Source: an optimization exercise on an open RTL-to-GDS flow (aim: a short achievable clock period and few clock cycles per item). Production flows keep margins and buffers that such runs may drop.
For this run, only the layout was checked, not whether the RTL still works.

==> flow/design.v <==
`default_nettype none
package div_pkg;
    localparam int OP_LN = 32;           
endpackage
`default_nettype wire
`timescale 1ns/1ps
`default_nettype none
import div_pkg::*;
module div_unit #(
    parameter int RB = 4,
    parameter int XW = OP_LN + RB,
    parameter int NK = 1 << RB
) (
    input  wire [XW-1:0]       x,
    input  wire [NK*XW-1:0]    mul,    
    output logic [RB-1:0]      k,
    output logic [OP_LN-1:0]   r       
);
    logic [NK:0]      ge;              
    logic [OP_LN-1:0] d [NK];
    assign ge[0]  = 1'b1;
    assign ge[NK] = 1'b0;
    assign d[0]   = x[OP_LN-1:0];
    for (genvar j = 1; j < NK; j++) begin : g_cmp
        logic [XW:0] df;
        assign df    = {1'b0, x} - {1'b0, mul[j*XW +: XW]};
        assign ge[j] = ~df[XW];
        assign d[j]  = df[OP_LN-1:0];
    end
    always_comb begin
        k = '0;
        r = '0;
        for (int j = 0; j < NK; j++) begin
            if (ge[j] && !ge[j+1]) begin
                k = k | RB'(j);
                r = r | d[j];
            end
        end
    end
endmodule
`default_nettype wire
`timescale 1ns/1ps
`default_nettype none
import div_pkg::*;
module div_top (
    input  wire              clk,
    input  wire              rst_n,
    input  wire [OP_LN-1:0]  op1,     
    input  wire [OP_LN-1:0]  op2,     
    input  wire [2:0]        funct3,
    input  wire              start,
    input  wire              ack,
    output logic [OP_LN-1:0] result,
    output logic             done
);
    localparam int R0   = 3;                           
    localparam int RB   = 5;                           
    localparam int NK   = 1 << RB;
    localparam int NK0  = 1 << R0;
    localparam int XW   = OP_LN + RB;                  
    localparam int X0W  = OP_LN + R0;                  
    localparam int MMAX = (OP_LN - R0 + RB - 1) / RB;  
    localparam int CW   = 3;                           
    logic          st_prep, st_iter, st_neg;   
    logic [CW-1:0] cnt;                        
    logic          busy, accept;
    assign busy   = st_prep | st_iter | st_neg;
    assign accept = start & ~busy & (~done | ack);
    logic             sg, is_rem, a_neg, b_neg;
    logic [OP_LN-1:0] ap, bp;            
    logic             div0, ovfl, lt_p, eq_c2, eq_c3, mag_lt, fast;
    logic [OP_LN-1:0] fast_res;
    assign sg     = ~funct3[0];
    assign is_rem = funct3[1];
    assign a_neg  = sg & op1[OP_LN-1];
    assign b_neg  = sg & op2[OP_LN-1];
    assign ap     = op1 ^ {OP_LN{a_neg}};
    assign bp     = op2 ^ {OP_LN{b_neg}};
    assign div0   = (op2 == '0);
    assign ovfl   = sg & (op1 == {1'b1, {(OP_LN-1){1'b0}}}) & (op2 == '1);
    assign lt_p   = ap < bp;
    assign eq_c2  = ((op1 ^ op2) == '1);                                         
    assign eq_c3  = ((op1 ^ op2) == {(op1[OP_LN-2:0] | op2[OP_LN-2:0]), 1'b0});  
    assign mag_lt = (lt_p & ~(a_neg & ~b_neg & eq_c3)) | (~a_neg & b_neg & eq_c2);
    assign fast   = div0 | ovfl | mag_lt;
    always_comb begin
        if (is_rem) fast_res = ovfl ? '0 : op1;
        else        fast_res = div0 ? '1 : (ovfl ? op1 : '0);
    end
    logic [OP_LN-1:0] yb;
    logic [MMAX-1:0]  cfit;
    logic [CW-1:0]    m;
    logic [MMAX:0]    msel;              
    assign yb = (a_neg & ~b_neg) ? (bp >> 1) : bp;
    for (genvar j = 0; j < MMAX; j++) begin : g_fit
        assign cfit[j] = (ap >> (R0 + RB * j)) < yb;
    end
    always_comb begin
        m    = CW'(MMAX);
        msel = '0;
        for (int j = MMAX - 1; j >= 0; j--) begin
            if (cfit[j]) m = CW'(j);
        end
        msel[m] = 1'b1;
    end
    function automatic [X0W-1:0] csa_add(input [X0W-1:0] p, input [X0W-1:0] q, input [X0W-1:0] s);
        logic [X0W-1:0] sm, cy;
        sm      = p ^ q ^ s;
        cy      = ((p & q) | (p & s) | (q & s)) << 1;
        csa_add = sm + cy;
    endfunction
    logic [X0W-1:0] bpx, bnx;
    assign bpx = X0W'(bp);
    assign bnx = X0W'(b_neg);
    logic [OP_LN-1:0] a_q, b_q;          
    logic [X0W-1:0]   b3_q, b5_q, b7_q;  
    logic [CW-1:0]    m_q;
    logic [MMAX:0]    msel_q;
    logic             a_neg_q, q_neg_q, is_rem_q, fsel_q;
    logic [OP_LN-1:0] fres_q;
    always_ff @(posedge clk) begin
        if (!busy) begin
            a_q    <= a_neg ? -op1 : op1;
            b_q    <= b_neg ? -op2 : op2;
            b3_q   <= csa_add(bpx << 1, bpx, bnx * 3);
            b5_q   <= csa_add(bpx << 2, bpx, bnx * 5);
            b7_q   <= csa_add(bpx << 3, ~bpx, 1 + bnx * 7);    
            m_q    <= m;
            msel_q <= msel;
        end
        if (accept) begin                        
            a_neg_q  <= a_neg;
            q_neg_q  <= a_neg ^ b_neg;
            is_rem_q <= is_rem;
            fsel_q   <= fast;
            fres_q   <= fast_res;
        end
    end
    logic [X0W-1:0]     x0;
    logic [OP_LN-1:0]   dsh0;            
    logic [NK*XW-1:0]   mul_c;           
    logic [XW-1:0]      bq;
    logic [NK0*X0W-1:0] mul0;
    logic [R0-1:0]      k0;
    logic [OP_LN-1:0]   r0;
    always_comb begin
        x0   = '0;
        dsh0 = '0;
        for (int j = 0; j <= MMAX; j++) begin
            if (msel_q[j]) begin
                x0   = x0   | X0W'(a_q >> (RB * j));
                dsh0 = dsh0 | OP_LN'(a_q << (OP_LN - RB * j));
            end
        end
    end
    assign mul0 = {b7_q, b3_q << 1, b5_q, X0W'(b_q) << 2, b3_q, X0W'(b_q) << 1, X0W'(b_q), X0W'(0)};
    div_unit #(.RB(R0)) u_d0 (.x(x0), .mul(mul0), .k(k0), .r(r0));
    assign bq = XW'(b_q);
    always_comb begin
        mul_c = '0;
        for (int j = 1; j < NK; j += 2) begin
            case (j)
                1:       mul_c[j*XW +: XW] = bq;
                3:       mul_c[j*XW +: XW] = XW'(b3_q);
                5:       mul_c[j*XW +: XW] = XW'(b5_q);
                7:       mul_c[j*XW +: XW] = XW'(b7_q);
                default: mul_c[j*XW +: XW] = bq * XW'(j);
            endcase
        end
    end
    logic [NK*XW-1:0] mul_q, mul_i;
    logic [OP_LN-1:0] rem_q, dsh_q, quo_q, quom_q, fin_rem_q;
    logic [XW-1:0]    x1;
    logic [RB-1:0]    k1;
    logic [OP_LN-1:0] r1, rem_n;
    logic [OP_LN-1:0] quo_n, quom_n;
    logic             last;
    always_comb begin
        mul_i = mul_q;
        mul_i[0 +: XW] = '0;
        for (int j = 2; j < NK; j += 2) mul_i[j*XW +: XW] = mul_i[(j/2)*XW +: XW] << 1;
    end
    assign x1 = {rem_q, dsh_q[OP_LN-1 -: RB]};
    div_unit #(.RB(RB)) u_d1 (.x(x1), .mul(mul_i), .k(k1), .r(r1));
    assign quo_n  = {quo_q[OP_LN-RB-1:0], k1};
    assign quom_n = (k1 != '0) ? {quo_q[OP_LN-RB-1:0], k1 - 1'b1}
                               : {quom_q[OP_LN-RB-1:0], {RB{1'b1}}};
    assign rem_n = st_prep ? r0 : r1;
    assign last  = (st_prep & msel_q[0]) | (st_iter & (cnt == CW'(1)));
    always_ff @(posedge clk) begin
        if (st_prep) begin
            for (int j = 1; j < NK; j += 2) mul_q[j*XW +: XW] <= mul_c[j*XW +: XW];
            dsh_q  <= dsh0;
            quo_q  <= OP_LN'(k0);
            quom_q <= OP_LN'(k0) - 1'b1;
        end else if (st_iter) begin
            dsh_q  <= dsh_q << RB;
            quo_q  <= quo_n;
            quom_q <= quom_n;
        end
        if (st_prep | st_iter) rem_q <= rem_n;
        if (last)              fin_rem_q <= rem_n;
        else if (st_neg)       fin_rem_q <= -fin_rem_q;
    end
    always_comb begin
        if (fsel_q)        result = fres_q;
        else if (is_rem_q) result = fin_rem_q;
        else               result = q_neg_q ? ~quom_q : quo_q;
    end
    always_ff @(posedge clk or negedge rst_n) begin
        if (!rst_n) begin
            st_prep <= 1'b0;
            st_iter <= 1'b0;
            st_neg  <= 1'b0;
            cnt     <= '0;
            done    <= 1'b0;
        end else begin
            if (accept) begin
                done    <= fast;
                st_prep <= ~fast;
            end else if (ack) begin
                done    <= 1'b0;
            end
            if (st_prep) begin
                st_prep <= 1'b0;
                if (!msel_q[0]) begin
                    st_iter <= 1'b1;
                    cnt     <= m_q;
                end
            end
            if (st_iter) begin
                cnt <= cnt - 1'b1;
                if (cnt == CW'(1)) st_iter <= 1'b0;
            end
            if (last) begin
                if (is_rem_q & a_neg_q) st_neg <= 1'b1;
                else                    done   <= 1'b1;
            end
            if (st_neg) begin
                st_neg <= 1'b0;
                done   <= 1'b1;
            end
        end
    end
endmodule
`default_nettype wire
==> flow/flow/run.sh <==
#!/bin/bash
# The standard layout with stronger timing repair: the constraints (clock period,
# input/output delays, loads) are the standard flow's unchanged; repair_timing aims for a larger
# slack margin and may resize cells to other footprints
set -euo pipefail
bash standard.sh SETUP_SLACK_MARGIN=11.5 MATCH_CELL_FOOTPRINT=0 finish > flow_make.log 2>&1
==> flow/standard.sh <==
#!/bin/bash
# synth_recipe.tcl (not shown) runs the flow's synth.tcl, then flattens the netlist and writes it again
# the make line also repeats each setting of config.mk as NAME=value (left out here)
make -C /OpenROAD-flow-scripts/flow DESIGN_CONFIG=/design/flow/config.mk WORK_HOME=/design/flow/orfs CLKGATE_MAP_FILE= SYNTH_SCRIPT=/design/flow/synth_recipe.tcl "${@:-finish}"
==> flow/config.mk <==
export PLATFORM = sky130hd
export DESIGN_NAME = div_top
export DESIGN_NICKNAME = div_top
export VERILOG_FILES = /design/flow/design.v
export SDC_FILE = /design/flow/constraint.sdc
export NUM_CORES = 4
export LEC_CHECK = 0
export CAP_MARGIN = 20
export CORE_MARGIN = 2
export CORE_UTILIZATION = 25
export SLEW_MARGIN = 20
==> flow/constraint.sdc <==
create_clock -name core_clock -period 17.5 [get_ports {clk}]
set_input_delay 3.5000 -clock core_clock [delete_from_list [all_inputs] [get_ports {clk}]]
set_output_delay 3.5000 -clock core_clock [all_outputs]
set_load 0.01 [all_outputs]
==> notes.md <==
## routing by layer
metal	vias to the layer above	global-route usage (%)
met1	67452	33.2
met5	-	0
li1	61077	-
met4	38	13.6
met3	1602	4.17
met2	6136	41.2
## logic make-up after synthesis
logic type	Yosys count	share of synthesized area [%]
DFF	914	19.8
and+or+nand+nor	3820	13.6
adders and majority gates	2517	24.9
buffers and inverters	2126	5.85
AOI/OAI and AO/OA	5050	24.4
xor gates and xnor gates	1617	10.3
muxes	149	1.13
## flip-flops by register name (all words and copies together), names as in the netlist, 33 cells and up
signal	flops
mul_q	537
b7_q	35
b3_q	33
b5_q	34
## layout make-up
cell class	count	area, um^2
fill	57575	378000
multi-input combinational	13156	110000
sequential	914	27100
timing repair buffer	1054	10300
tap	7234	9050
inverter	1825	6950
clock buffer	140	3230
clock inverter	85	852
antenna	12	30.0
timing repair inverter	1	8.76
## repair_timing
item	CTS	global route
setup endpoints to repair	390	264
buffers inserted	338	217
resized for setup	1301	674
gates cloned	21	9
pin swaps	272	391
hold buffers	0	0
## critical path, delay by kind of cell
family	cells	cell delay, ps
compound gates	12	2790
xor+xnor	2	300
fa+ha+maj	1	200
buf+inv	5	690
simple gates	4	540
## stage by stage
stage               cell area (um^2)  util (%)  setup WS [ps]  instances
floorplan                     137000         -           9570      16193
global placement              149000      27.4           6810      23598
detailed placement            149000      27.4           6890      23598
CTS                           162000      29.7          10190      24182
global route                  167000      30.7          10060      24409
finish                        167000      30.7          10170      24421
## placed cells by master, fill, tap and decap left out, types with 53 or more instances in the layout
cell type	synthesis	final
a211o_1	60	53
a211oi_1	145	102
a21o_1	692	685
a21oi_1	1368	1220
a21oi_2	1	105
a221oi_1	133	82
a22oi_1	218	204
a31oi_1	169	136
and2_1	92	82
and3_1	153	136
buf_12	0	86
buf_4	2	684
buf_6	2	129
clkbuf_16	0	149
edfxtp_1	878	878
fa_1	352	338
ha_1	2165	2095
inv_1	1821	1781
mux2i_1	107	96
nand2_1	895	872
nand2b_1	268	256
nand3_1	299	282
nand4_1	198	198
nor2_1	1044	989
nor2b_1	233	214
nor3_1	268	235
o211ai_1	88	88
o21a_1	270	257
o21ai_0	826	683
o21ai_1	42	96
o21ai_2	0	70
o21bai_1	191	184
o22ai_1	62	56
o31ai_1	87	61
or2_2	65	60
or3_1	100	93
xnor2_1	1102	1055
xor2_1	514	501
## how the worst min path moves through the flow
stage | end | startpoint | slack, ps
detailed placement | mul_q[211] | b5_q[26] | 430
floorplan | mul_q[113] | b3_q[2] | 430
finish | mul_q[203] | b5_q[18] | 320
CTS | mul_q[203] | b5_q[18] | 340
global route | mul_q[203] | b5_q[18] | 370
global placement | mul_q[191] | b5_q[6] | 440
==> impl_metrics.json <==
{
  "ioPinCount": 104,
  "grt_pass1_wl_um": 1010000,
  "synth_common_cells": "ha_1, inv_1, a21oi_1",
  "slowest_stage": "a2111oi_4",
  "track_usage_pct": 25.7,
  "grt_max_degree": 162,
  "firstDrtPassIters": 7,
  "crit_path_max_incr_delay_ps": 480,
  "cts_buffer_depth": 4,
  "hold_viol": 0,
  "wl_per_cell_um": 30.7,
  "antenna_found_initial": 63,
  "final_nets": 19663,
  "htree_levels": 3,
  "netlist_area_um2": 137000,
  "top_layer": "met5",
  "criticalPathCategory": "in -> reg",
  "coreArea_um2": 545000,
  "num_vias": 136305,
  "cts_tree": "yes",
  "cp_cell_sequence": "buf_6 -> buf_8 -> nand2b_4 -> clkinv_8 -> buf_16 -> xnor2_4 -> and2_4 -> ha_4 -> a21o_1 -> a21o_1 -> a31oi_4 -> o211ai_1 -> a2111oi_4 -> o31a_1 -> o211a_1 -> o31ai_2 -> buf_4 -> a311oi_4 -> nor2b_2 -> o21a_1 -> nor3_2 -> o21ai_1 -> a21oi_1 -> xor2_1",
  "met2_length_um": 328000,
  "hold_depth": 0,
  "gr-total-overflow": 0,
  "synth.distinct_cells": 104,
  "worst_pin_slew_ps": 1280,
  "synthesis.nets": 18781,
  "fp.dieArea_um2": 554000,
  "min_period_ps": 7330,
  "relSlewSlack_pct": 13.6,
  "cp.required_ps": 18230,
  "drive_above_1_share_pct": 13.9,
  "ys_seq_area_share_pct": 19.8,
  "crit_path_start": "op2[31]",
  "synth_seq_cells": 914,
  "dpl.hpwl_um": 597000,
  "portBuffers": 102,
  "r2r-end": "quom_q[26]",
  "rsz0062_at_grt": "true",
  "crit_top_cell": "a21o_1",
  "area_growth_syn_to_layout_pct": 22.0,
  "async_flop_share_pct": 0.766,
  "fmax_ghz": 0.136,
  "synthTopCellsByArea": "ha_1, edfxtp_1, xnor2_1, fa_1, a21oi_1",
  "syn_inst": 16193,
  "synth_edf_count": 878,
  "grt_pass1_vias": 131689,
  "die_w_um": 744,
  "critPathLaunchType": "input pin",
  "period_share_pct": 41.9,
  "num_rows": 271,
  "wl_um": 750000,
  "numCtsBuffers": 123,
  "reg2reg_from": "dsh_q[28]",
  "endpoint_kind": "flop",
  "slew_violations": 0,
  "initial_core_util_pct": 25.1,
  "drtIter0Drc": 14784,
  "arrival_ps": 8060,
  "cts.sinks": 914,
  "synth_top_area_cell": "ha_1",
  "worst-r2r-setup-slack_ps": 11100,
  "met3_length_um": 61300,
  "syn_area_per_cell_um2": 8.46,
  "crit_fanout": 5,
  "finalSetupViolCount": 0,
  "yosys_warnings": 5,
  "die_height_um": 744,
  "hold_ws_ps": 325,
  "finalClockSkew_ps": 150,
  "synth_top_area_share_pct": 19.8,
  "drt-vias-per-instance": 5.58,
  "clk_latency_ps": 1000,
  "crit_path_end": "b7_q[33]",
  "remaining_drc_errors": 0,
  "clk_pin_slew_ps": 70,
  "fin_setup_tns_ps": 0,
  "root_buffer": "clkbuf_16",
  "ant_nets": 0,
  "reg2regPathDepth": 24,
  "status": "complete, no violations",
  "routedLengthMet1_um": 308000,
  "synthFlopType": "edfxtp_1",
  "yosysMostFrequentCell": "ha_1",
  "hold_class": "reg -> reg",
  "cap_violations": 0,
  "gp_congestion": 1.04
}

## port drivers added, routing unchanged
The flow's constraints put no driver on any port. The routed layout listed below was extracted and timed again, unchanged, in two steps. Step 1: set_driving_cell puts a clkbuf_16 on clk and a buf_2 on each other input, an assumption about the parent block. Step 2 adds t to the input delays and takes it off the output delays; t is the mean of the earliest and latest rising clock arrival at the registers after step 1. Input paths then give back, and output paths get back, about the clock's delay inside the block. a / b / c = no drivers / after step 1 / after step 2; a / b = the first two.
t, ns: 1.020
setup slack, ns: 10.167 / 10.229 / 9.209
hold slack, ns: 0.325 / 0.325 / 0.325
worst slew at a driven data input, ns: 0.07
pins driven straight from the clock port: 1
After both steps setup and hold are still met in this run. For this run, drivers alone change the setup slack by +0.062 ns; drivers and shift together by -0.958 ns.
